From an optimization exercise on the open Yosys and OpenROAD flow, aimed at small area, a short achievable clock period and few clock cycles; shortcuts taken in it are not production practice. In this exercise RTL edits were held to simulation tests only and were not proved equivalent to the original. Power and IR drop assume default switching activity.

==> v26 <==
## matmul_top
module matmul_top #(
  parameter int ADDR_W = 16
) (
  input  logic                          clk,
  input  logic                          reset_n,
  input  logic                          dut_valid,
  output logic                          dut_ready,
  output logic [ADDR_W-1:0]             input_read_address,
  input  matmul_pkg::sram_word_u        input_read_data,
  output logic [ADDR_W-1:0]             weight_read_address,
  input  matmul_pkg::sram_word_u        weight_read_data,
  output logic                          result_write_enable,
  output logic [ADDR_W-1:0]             result_write_address,
  output logic [matmul_pkg::DATA_W-1:0] result_write_data
);
  logic [15:0]       k_dim, n_dim;
  logic              k_one, n_one, m_one;
  logic              hdr_k_le2, hdr_n_one, hdr_m_one;
  logic              st_hdr, st_spec, st_run;
  logic              issue_final, write_final;
  logic              first_m2, last_wr, final_wr;
  matmul_ctrl u_ctrl (
    .clk           (clk),
    .reset_n       (reset_n),
    .dut_valid     (dut_valid),
    .input_header  (input_read_data),
    .weight_header (weight_read_data),
    .issue_final   (issue_final),
    .write_final   (write_final),
    .dut_ready     (dut_ready),
    .st_hdr        (st_hdr),
    .st_spec       (st_spec),
    .st_run        (st_run),
    .k_dim         (k_dim),
    .n_dim         (n_dim),
    .k_one         (k_one),
    .n_one         (n_one),
    .m_one         (m_one),
    .hdr_k_le2     (hdr_k_le2),
    .hdr_n_one     (hdr_n_one),
    .hdr_m_one     (hdr_m_one)
  );
  operand_addr_gen #(
  ...
clock: 11.0 ns
lec_check: 0
cap_margin: 20
core_margin: 2
core_utilization: 40
cts_cluster_diameter: 120
cts_cluster_size: 22
slew_margin: 20
synth_hierarchical: 1
standard.sh (not shown) runs the stock make flow with config.mk's settings and CLKGATE_MAP_FILE= SYNTH_SCRIPT=/design/flow/synth_recipe.tcl, a recipe that flattens the netlist after the stock synthesis.
==> flow/flow/run.sh <==
#!/bin/bash
# Standard ORFS layout at the design's clock and constraints, with faster
# port buffers and timing repair aimed below the clock period.
set -euo pipefail
bash standard.sh \
  "BUFFER_PORTS_ARGS=-buffer_cell sky130_fd_sc_hd__buf_2" \
  SETUP_SLACK_MARGIN=7.65 \
  TNS_END_PERCENT=30 \
  finish > standard_flow.log 2>&1
==> v31: changes against v26 <==
--- a/flow/flow/run.sh
+++ b/flow/flow/run.sh
@@ -7,3 +7,3 @@
   SETUP_SLACK_MARGIN=7.65 \
-  TNS_END_PERCENT=30 \
+  TNS_END_PERCENT=100 \
   finish > standard_flow.log 2>&1
==> v21: changes against v26 <==
--- a/flow/flow/run.sh
+++ b/flow/flow/run.sh
@@ -7,3 +7,3 @@
   SETUP_SLACK_MARGIN=7.65 \
-  TNS_END_PERCENT=30 \
+  TNS_END_PERCENT=100 \
   finish > standard_flow.log 2>&1
- CTS_CLUSTER_SIZE: 22 -> 26
==> qor summary <==
Run status: v26 no timing/DRC/antenna violations; v21 no timing/DRC/antenna violations; v31 no timing/DRC/antenna violations
Non-clk buf share: v26 3.83%; v21 3.99%; v31 4.13%
Post-route clock period utilization: v26 30.7%; v21 30.2%; v31 30.1%
RR Endpoint: v26 u_mac.m1[33]; v21 u_mac.acc_c[2]; v31 u_mac.m1[75]
Peak per-stage delay on the critical path: v26 0.44 ns; v21 0.40 ns; v31 0.40 ns
Least-Margin Pin Slew: v26 0.944 ns; v21 1.04 ns; v31 1.02 ns
Routed wl met2: v26 31400 um; v21 31200 um; v31 31400 um
Total GRT Usage: v26 20.9%; v21 21.0%; v31 21.1%
Post-route worst hold slack: v26 0.334 ns; v21 0.335 ns; v31 0.335 ns
Final setup slack of the worst path: v26 7.62 ns; v21 7.68 ns; v31 7.69 ns
Arrival time of data at the critical path endpoint: v26 1.18 ns; v21 1.12 ns; v31 1.11 ns
Met1 Routed Length: v26 28600 um; v21 28700 um; v31 28500 um
Ratio of total power to cell area: v26 266 nW/um2; v21 265 nW/um2; v31 266 nW/um2
Setup slack of the worst register-to-register path: v26 7.72 ns; v21 7.75 ns; v31 7.72 ns
Fraction of final layout cells sized beyond drive strength 1: v26 12.5%; v21 13.5%; v31 13.5%
HPWL after detailed placement: v26 46400 um; v21 47000 um; v31 47000 um
ANT cells: v26 3; v21 4; v31 6
Global routing met1 resource utilization: v26 28.1%; v21 27.9%; v31 27.7%
Worst slack at placement: v26 7.18 ns; v21 7.25 ns; v31 7.25 ns
IR drop worst, VDD: v26 0.000185 V; v21 0.000205 V; v31 0.000202 V
Power consumed by sequential cells: v26 2150 uW; v21 2140 uW; v31 2140 uW
First-pass GRT wire length: v26 106000 um; v21 106000 um; v31 107000 um
Routability congestion estimate: v26 0.870; v21 0.869; v31 0.869
Hold Path Origin: v26 u_addr_gen.tg2[0]; v21 u_addr_gen.tg2[2]; v31 u_addr_gen.tg2[0]
Clock insertion delay at the later pin of the skew report: v26 0.57 ns; v21 0.56 ns; v31 0.57 ns
Placed insts: v26 3136; v21 3141; v31 3141
Critical path startpoint: v26 u_addr_gen.a_addr[3]; v21 u_addr_gen.b_addr[8]; v31 u_addr_gen.b_addr[8]
Testbench counts of v26, summed over its fixed seeds: cycles 33,512.
Testbench counts of v31, summed over its fixed seeds: cycles 33,512.
Testbench counts of v21, summed over its fixed seeds: cycles 33,512.

==> inputs of trial 56 <==
Another version of the RTL of matmul_top (not shown whole).
Settings: LEC_CHECK=0, CAP_MARGIN=20, CORE_MARGIN=2, CORE_UTILIZATION=40, CTS_CLUSTER_DIAMETER=120, CTS_CLUSTER_SIZE=22, SLEW_MARGIN=20, SYNTH_HIERARCHICAL=1; clock period 11.0 ns.
==> flow/flow/run.sh <==
#!/bin/bash
# Standard ORFS layout at the design's clock and constraints, with faster
# port buffers, a clock tree with fewer branch buffers, and timing repair
# aimed below the clock period.
set -euo pipefail
bash standard.sh \
  "BUFFER_PORTS_ARGS=-buffer_cell sky130_fd_sc_hd__buf_2" \
  "CTS_ARGS=-sink_clustering_enable -repair_clock_nets -sink_clustering_size 22 -sink_clustering_max_diameter 120 -branching_point_buffers_distance 2000 -distance_between_buffers 2000" \
  SETUP_SLACK_MARGIN=7.8 \
  TNS_END_PERCENT=100 \
  finish > standard_flow.log 2>&1
==> build 36: changes against trial 56 <==
==> flow/flow/run.sh (replaced) <==
#!/bin/bash
# Standard ORFS layout at the design's clock and constraints, with faster
# port buffers and timing repair aimed below the clock period.
set -euo pipefail
bash standard.sh \
  "BUFFER_PORTS_ARGS=-buffer_cell sky130_fd_sc_hd__buf_2" \
  SETUP_SLACK_MARGIN=7.7 \
  TNS_END_PERCENT=100 \
  finish > standard_flow.log 2>&1
==> results.txt <==
- Of trial 56 and build 36, trial 56 has the higher final area (gap about 3.2%, measured against build 36).
- Between trial 56 and build 36, the lower non-clock buffer count is in build 36 (gap 30).
- Hold slack: build 36 is higher than trial 56 (13 ps).
- In area after synthesis, build 36 and trial 56 do not differ.
Testbench counts of trial 56, summed over its fixed seeds: cycles 33,512.
Testbench counts of build 36, summed over its fixed seeds: cycles 33,512.

==> what the ideal ports hide <==
Ports are ideal in the flow. The routed layouts listed here were re-timed in OpenROAD. Step 1 assumes that a clkbuf_16 drives the clock port and a buf_2 every other input. Step 2 moves the port delays by t, midway between the first and last clock arrival at a register: inputs arrive t later, outputs are due t later. That takes back most of the time a late clock gives input paths. Three values: no drivers, after step 1, after step 2; two values: the first two.
run	t, ns	setup slack, ns	worst hold slack (ns)	worst register clock-pin slew, ns	worst slew at a driven data input, ns
v26	0.613	7.619 / 7.560 / 7.145	0.334 / 0.334 / 0.334	0.11 / 0.11	0.08
v31	0.617	7.687 / 7.629 / 7.243	0.335 / 0.335 / 0.335	0.11 / 0.11	0.08
v21	0.609	7.682 / 7.623 / 7.241	0.335 / 0.335 / 0.335	0.11 / 0.11	0.08
trial 56	0.621	7.733 / 7.669 / 7.268	0.325 / 0.325 / 0.325	0.10 / 0.10	0.11
build 36	0.621	7.728 / 7.671 / 7.226	0.338 / 0.338 / 0.338	0.11 / 0.11	0.09
After both steps setup and hold are still met in every run listed. For build 36, which loses most, drivers alone change the setup slack by -0.057 ns; drivers and shift together by -0.502 ns.
